From an optimization exercise on the open Yosys and OpenROAD flow, aimed at small area, a short achievable clock period and few clock cycles; shortcuts taken in it are not production practice.
At most, simulation tests tie the RTL to the original design; equivalence was not proved.
Power is estimated from default activity; no workload was simulated.

== main ==
==> module simpleton_datapath, before the edit <==
module simpleton_datapath (
    input  logic [7:0]  acc_in,
    input  logic [31:0] data,
    input  logic        use_acc,
    input  logic [3:0]  use_data,
    output logic [7:0]  sum
);
    logic [7:0] t [5];
    assign t[0] = use_acc ? acc_in : 8'd0;
    for (genvar j = 0; j < 4; j++) begin : g_t
        assign t[j+1] = use_data[j] ? data[8*j +: 8] : 8'd0;
    end
    assign sum = t[0] + t[1] + t[2] + t[3] + t[4];
endmodule
Settings: LEC_CHECK=0, ABC_AREA=1, CAP_MARGIN=20, CELL_PAD_IN_SITES_GLOBAL_PLACEMENT=2, CORE_MARGIN=2, CORE_UTILIZATION=30, PLACE_DENSITY=0.45, SETUP_SLACK_MARGIN=0.3, SLEW_MARGIN=20; clock period 9.0 ns.
run.sh (not shown) runs the stock make flow with config.mk's settings and CLKGATE_MAP_FILE= SYNTH_SCRIPT=/design/flow/synth_recipe.tcl, a recipe that flattens the netlist after the stock synthesis.
main: full flow OK, the timing, design-rule and antenna checks passed
Testbench counts of main, summed over its fixed seeds: cycles 2,180.
> inputs changed (main -> the feature branch)
--- a/flow/design.v
+++ b/flow/design.v
@@ -13,13 +13,31 @@
     input  logic [3:0]  use_data,
     output logic [7:0]  sum
 );
     logic [7:0] t [5];
+    logic [7:0] m1;
+    logic [7:0] m2;
+    logic [7:0] m3;
+    logic [7:0] s1;
+    logic [7:0] c1;
+    logic [7:0] s2;
+    logic [7:0] c2;
+    logic [7:0] s3;
+    logic [7:0] c3;
     assign t[0] = use_acc ? acc_in : 8'd0;
     for (genvar j = 0; j < 4; j++) begin : g_t
         assign t[j+1] = use_data[j] ? data[8*j +: 8] : 8'd0;
     end
-    assign sum = t[0] + t[1] + t[2] + t[3] + t[4];
+    assign m1 = (t[1] & t[2]) | (t[1] & t[3]) | (t[2] & t[3]);
+    assign s1 = t[1] ^ t[2] ^ t[3];
+    assign c1 = {m1[6:0], 1'b0};
+    assign m2 = (s1 & c1) | (s1 & t[4]) | (c1 & t[4]);
+    assign s2 = s1 ^ c1 ^ t[4];
+    assign c2 = {m2[6:0], 1'b0};
+    assign m3 = (s2 & c2) | (s2 & t[0]) | (c2 & t[0]);
+    assign s3 = s2 ^ c2 ^ t[0];
+    assign c3 = {m3[6:0], 1'b0};
+    assign sum = s3 + c3;
 endmodule
 `timescale 1ns/1ps
 module simpleton_control (
     input  logic [3:0] opc,
Results
Any difference in post-detailed-placement half-perimeter wirelength between main and the feature branch is small enough to ignore.
Looking at worst-path cell with the longest stage delay, the sky130_fd_sc_hd__nor2_1 result is from main; the sky130_fd_sc_hd__a41oi_1 one comes from the feature branch.
main was carried through to the last stage, and its layout satisfied the timing, design-rule and antenna checks.
The feature branch finished every stage; the final checks, however, were not passed, the failures being capacitance limit, slew limit.
Relative to main, register fraction of the total cell area increased by 0.53 points in the feature branch.
Per the comparison of the feature branch with main, max-slew violation total from the final report saw an increase, sequential share of power went down by 0.2 points, number of setup buffers added after CTS fell by 37, via count shows a reduction of 4495.
Delta(smallest hold slack, the feature branch - main) < 0
Route | the feature branch vs main | wire shorter in the feature branch
Testbench counts of the feature branch, summed over its fixed seeds: cycles 2,180.

--- another note on this design; it stands on its own ---

// simpleton_top
module simpleton_top #(
    parameter int DATA_W = simpleton_pkg::DATA_W_DEFAULT
) (
    input  logic              clk,
    input  logic              rst,
    input  logic              run,
    input  logic              load_we,
    input  logic [DATA_W-1:0] load_addr,
    input  logic [DATA_W-1:0] load_wdata,
    output logic [DATA_W-1:0] load_rdata,
    output logic [DATA_W-1:0] acc,
    output logic [DATA_W-1:0] pc,
    output logic              halted
);
    logic       started;
    logic       halted_q;
    logic [5:0] grp;
    logic [5:0] grp_f;
    logic       s1_done;
    logic       ev;
    logic [1:0] code1;
    logic [7:0] a1;
    logic [1:0] code2;
    logic [7:0] a2;
    logic [3:0]  f_opc1;
    logic [7:0]  f_opnd1;
    logic [3:0]  f_opc2;
    logic [7:0]  f_opnd2;
    logic [31:0] grp0;
    logic [31:0] grp0_fw;
    logic [1:0]  f_code1;
    logic [1:0]  f_code2;
    logic [1:0]  g_code1;
    logic [1:0]  g_code2;
    logic       running;
    logic       start_try;
    logic       p2_pre;
    logic       pre_ok;
    logic [7:0] d1_pre;
    logic [7:0] d1;
    logic [7:0] d2_addr;
    logic [7:0] w1_addr;
    logic       start;
    logic       xq;
    logic       x;
    logic       sel1;
    logic       act1;
    logic       ex1;
    logic       act2;
    logic       ex2;
    logic       h1;
    logic       h2;
    logic       sta1;
    logic       sta2;
    logic       cut;
    logic       hz;
    logic       halt_set;
    logic [7:0] d1_addr;
    logic [7:0] d1_data;
    logic [7:0] d2_data;
    logic [7:0] acc1;
    logic [7:0] acc2;
    logic       we1;
    logic       we2;
    logic [7:0] wdata;
    simpleton_memory i_memory (
        .clk     (clk),
        .f_grp   (grp_f),
        .f_opc1  (f_opc1),
        .f_opnd1 (f_opnd1),
        .f_opc2  (f_opc2),
        .f_opnd2 (f_opnd2),
        .grp0    (grp0),
        .d1_addr (d1_addr),
        .d1_data (d1_data),
        .w1_addr (w1_addr),
  ...
Size: roughly 12000 cells after synthesis, about 2100 flip-flops, roughly 45 I/O pins.
make LEC_CHECK=0 ABC_AREA=1 CAP_MARGIN=20 CELL_PAD_IN_SITES_GLOBAL_PLACEMENT=2 CORE_MARGIN=2 CORE_UTILIZATION=30 PLACE_DENSITY=0.45 SLEW_MARGIN=20 finish   # period 9.0 ns
run.sh (not shown) runs the stock make flow with config.mk's settings and CLKGATE_MAP_FILE= SYNTH_SCRIPT=/design/flow/synth_recipe.tcl, a recipe that flattens the netlist after the stock synthesis.
The starting point passed the timing, design-rule and antenna checks.
Rerun with:
Settings changed: ABC_AREA 1 to unset.
Final cell count came out lower by about 12%.
Cell area came out higher by about 5%.
Power barely changes.
Synthesized area came out higher by about 2.4%.
Maximum frequency came out lower by 2.0%.
No run of this note included a check of the RTL's function; only the layout flow was run.

-- re-timing with driven ports --
The results above use ideal ports. As a check the final layouts listed here were re-extracted and re-timed, cells and wires unchanged.
Step 1, drivers: a clkbuf_16 drives clk and a buf_2 each remaining input, both assumed.
Step 2 also shifts input and output timing later by t, the mid clock arrival at the registers, as if the neighbouring blocks saw the same clock.
Three values: no drivers, after step 1, after step 2; two values: the first two.
| run | t (ns) | setup WS [ns] | hold WS [ns] | worst slew at a driven data input, ns |
|---|---|---|---|---|
| main | 1.159 | 0.276 / 0.276 / -0.803 | 0.721 / 0.721 / 0.721 | 0.32 |
| the feature branch | 1.154 | 0.198 / 0.145 / -0.736 | 0.705 / 0.705 / 0.705 | 0.12 |
| the first run of note 2 | 1.052 | 0.302 / 0.189 / -0.290 | 0.711 / 0.711 / 0.711 | 0.12 |
| the second run of note 2 | 1.052 | 0.121 / 0.017 / -0.691 | 0.685 / 0.685 / 0.685 | 0.07 |
The setup slack of main, which loses most, moves by 0.000 ns with the drivers and by -1.079 ns with both steps.
